This design comes from an exercise in tuning for small area and a short achievable clock period on the open sky130 flow, not from production work. The RTL was checked by simulation tests, not by an equivalence proof against the original design. Power is estimated from default activity; no workload was simulated.

## dap_controller
module dap_controller (
    input  logic                   hclk,
    input  logic                   hresetn,
    input  logic                   hsel,
    input  dap_bus_pkg::haddr_t    haddr,
    input  logic [1:0]             htrans,
    input  logic [2:0]             hsize,
    input  logic                   hwrite,
    input  logic                   hready,
    input  dap_bus_pkg::hdata_t    hwdata,
    output logic                   hreadyout,
    output logic                   hresp,
    output dap_bus_pkg::hdata_t    hrdata,
    output logic                   intr,
    input  logic                   dap_in_tvalid,
    output logic                   dap_in_tready,
    input  dap_cmd_pkg::cmd_byte_t dap_in_tdata,
    output logic                   dap_out_tvalid,
    output dap_cmd_pkg::cmd_byte_t dap_out_tdata,
    input  logic                   dap_out_tready,
    output dap_cmd_pkg::pack_len_t dap_out_tlen
);
export LEC_CHECK = 0
export CAP_MARGIN = 20
export CORE_MARGIN = 2
export CORE_UTILIZATION = 55
export CTS_BUF_LIST = sky130_fd_sc_hd__clkbuf_16
export CTS_CLUSTER_DIAMETER = 70
export CTS_CLUSTER_SIZE = 30
export PLACE_DENSITY = 0.65
export SETUP_SLACK_MARGIN = 3.6
export SLEW_MARGIN = 20
create_clock -name core_clock -period 6.5 [get_ports {hclk}]
standard.sh (not shown) runs the stock make flow with config.mk's settings and CLKGATE_MAP_FILE= SYNTH_SCRIPT=/design/flow/synth_recipe.tcl, a recipe that flattens the netlist after the stock synthesis.
==> flow/flow/run.sh <==
#!/bin/bash
set -euo pipefail
bash standard.sh "BUFFER_PORTS_ARGS=-buffer_cell sky130_fd_sc_hd__buf_4" finish > standard_flow.log 2>&1
Rerun with:
==> flow/run.sh (new file) <==
#!/bin/bash
# synth_recipe.tcl (not shown) runs the flow's synth.tcl, then flattens the netlist and writes it again
# the make line also repeats each setting of config.mk as NAME=value (left out here)
make -C /OpenROAD-flow-scripts/flow DESIGN_CONFIG=/design/flow/config.mk WORK_HOME=/design/flow/orfs CLKGATE_MAP_FILE= SYNTH_SCRIPT=/design/flow/synth_recipe.tcl finish
--- a/flow/config.mk
+++ b/flow/config.mk
@@ -8,9 +8,9 @@
 export CAP_MARGIN = 20
 export CORE_MARGIN = 2
-export CORE_UTILIZATION = 55
+export CORE_UTILIZATION = 65
 export CTS_BUF_LIST = sky130_fd_sc_hd__clkbuf_16
 export CTS_CLUSTER_DIAMETER = 70
 export CTS_CLUSTER_SIZE = 30
-export PLACE_DENSITY = 0.65
+export PLACE_DENSITY = 0.75
 export SETUP_SLACK_MARGIN = 3.6
 export SLEW_MARGIN = 20
removed: flow/flow/run.sh
removed: flow/standard.sh
Flip-flop and latch count does not change.
Routed wire length goes down by 2.0%.
Cell area goes down by 1.2%.
Worst setup slack degrades by 0.073 ns.
Core utilization goes up by 11 points.
Via count goes up by 1.3%.
Power goes down by 0.52%.
Cell count goes down by 6.0%.
Synthesized cell count stays the same.
Non-clock buffer count goes down by 40.
Combinational power goes down by about 5%.
Rerun with:
==> flow/flow/run.sh (new file) <==
#!/bin/bash
set -euo pipefail
bash standard.sh "BUFFER_PORTS_ARGS=-buffer_cell sky130_fd_sc_hd__buf_4" finish > standard_flow.log 2>&1
==> flow/standard.sh (new file) <==
#!/bin/bash
# synth_recipe.tcl (not shown) runs the flow's synth.tcl, then flattens the netlist and writes it again
# the make line also repeats each setting of config.mk as NAME=value (left out here)
make -C /OpenROAD-flow-scripts/flow DESIGN_CONFIG=/design/flow/config.mk WORK_HOME=/design/flow/orfs CLKGATE_MAP_FILE= SYNTH_SCRIPT=/design/flow/synth_recipe.tcl "${@:-finish}"
==> flow/config.mk (replaced) <==
export PLATFORM = sky130hd
export DESIGN_NAME = dap_controller
export DESIGN_NICKNAME = dap_controller
export VERILOG_FILES = /design/flow/design.v
export SDC_FILE = /design/flow/constraint.sdc
export NUM_CORES = 4
export LEC_CHECK = 0
export CAP_MARGIN = 20
export CORE_MARGIN = 2
export CORE_UTILIZATION = 55
export CTS_BUF_LIST = sky130_fd_sc_hd__clkbuf_16
export CTS_CLUSTER_DIAMETER = 60
export CTS_CLUSTER_SIZE = 25
export PLACE_DENSITY = 0.65
export SETUP_SLACK_MARGIN = 3.3
export SLEW_MARGIN = 60
removed: flow/run.sh
After rerunning:
- The changed run completed without violations
- utilization goes down by 11 points
- sequential power is about the same
- non-clock buffer count goes up by 7
- synthesized area stays the same
- hold slack gets worse by 0.0070 ns
- combinational power goes down by about 3%
- clock skew goes down by 0.025 ns
- first-iteration DRC count goes down by 15%
Rerun with:
--- a/flow/config.mk
+++ b/flow/config.mk
@@ -13,4 +13,4 @@
 export CTS_CLUSTER_SIZE = 25
 export PLACE_DENSITY = 0.65
-export SETUP_SLACK_MARGIN = 3.3
-export SLEW_MARGIN = 60
+export SETUP_SLACK_MARGIN = 3.6
+export SLEW_MARGIN = 20
Result:
- The changed run ran to the end with no violations
- fmax went up by 6.4%
- global-route usage went up by 1.1 points
- synthesized cell count stays the same

[what the ideal ports hide]
The results above use ideal ports. As a check the final layouts listed here were re-extracted and re-timed, cells and wires unchanged.
Step 1 (the two cells are an assumption about what drives the block):
set clk [get_ports {hclk}]
set_driving_cell -lib_cell sky130_fd_sc_hd__clkbuf_16 $clk
set_driving_cell -lib_cell sky130_fd_sc_hd__buf_2 [delete_from_list [all_inputs] $clk]
Step 2 moves the port delays by t, midway between the first and last clock arrival at a register: inputs arrive t later, outputs are due t later. That takes back most of the time a late clock gives input paths.
a / b / c = ideal ports / drivers / drivers and shift; a / b = the first two.
run	t, ns	slack for setup (ns)	worst setup path at the end	worst register clock-pin slew, ns	cell pins on the clock port's net
the first run	0.845	3.475 / 3.394 / 2.862	input to register	0.11 / 0.11	1
the second run	0.859	3.402 / 3.345 / 2.664	input to register	0.11 / 0.11	1
the third run	0.877	3.257 / 3.232 / 2.946	input to register	0.10 / 0.10	1
the fourth run	0.879	3.454 / 3.394 / 2.873	input to register	0.10 / 0.10	1
After both steps setup and hold are still met in every run listed. For the second run, which loses most, drivers alone change the setup slack by -0.057 ns; drivers and shift together by -0.738 ns.
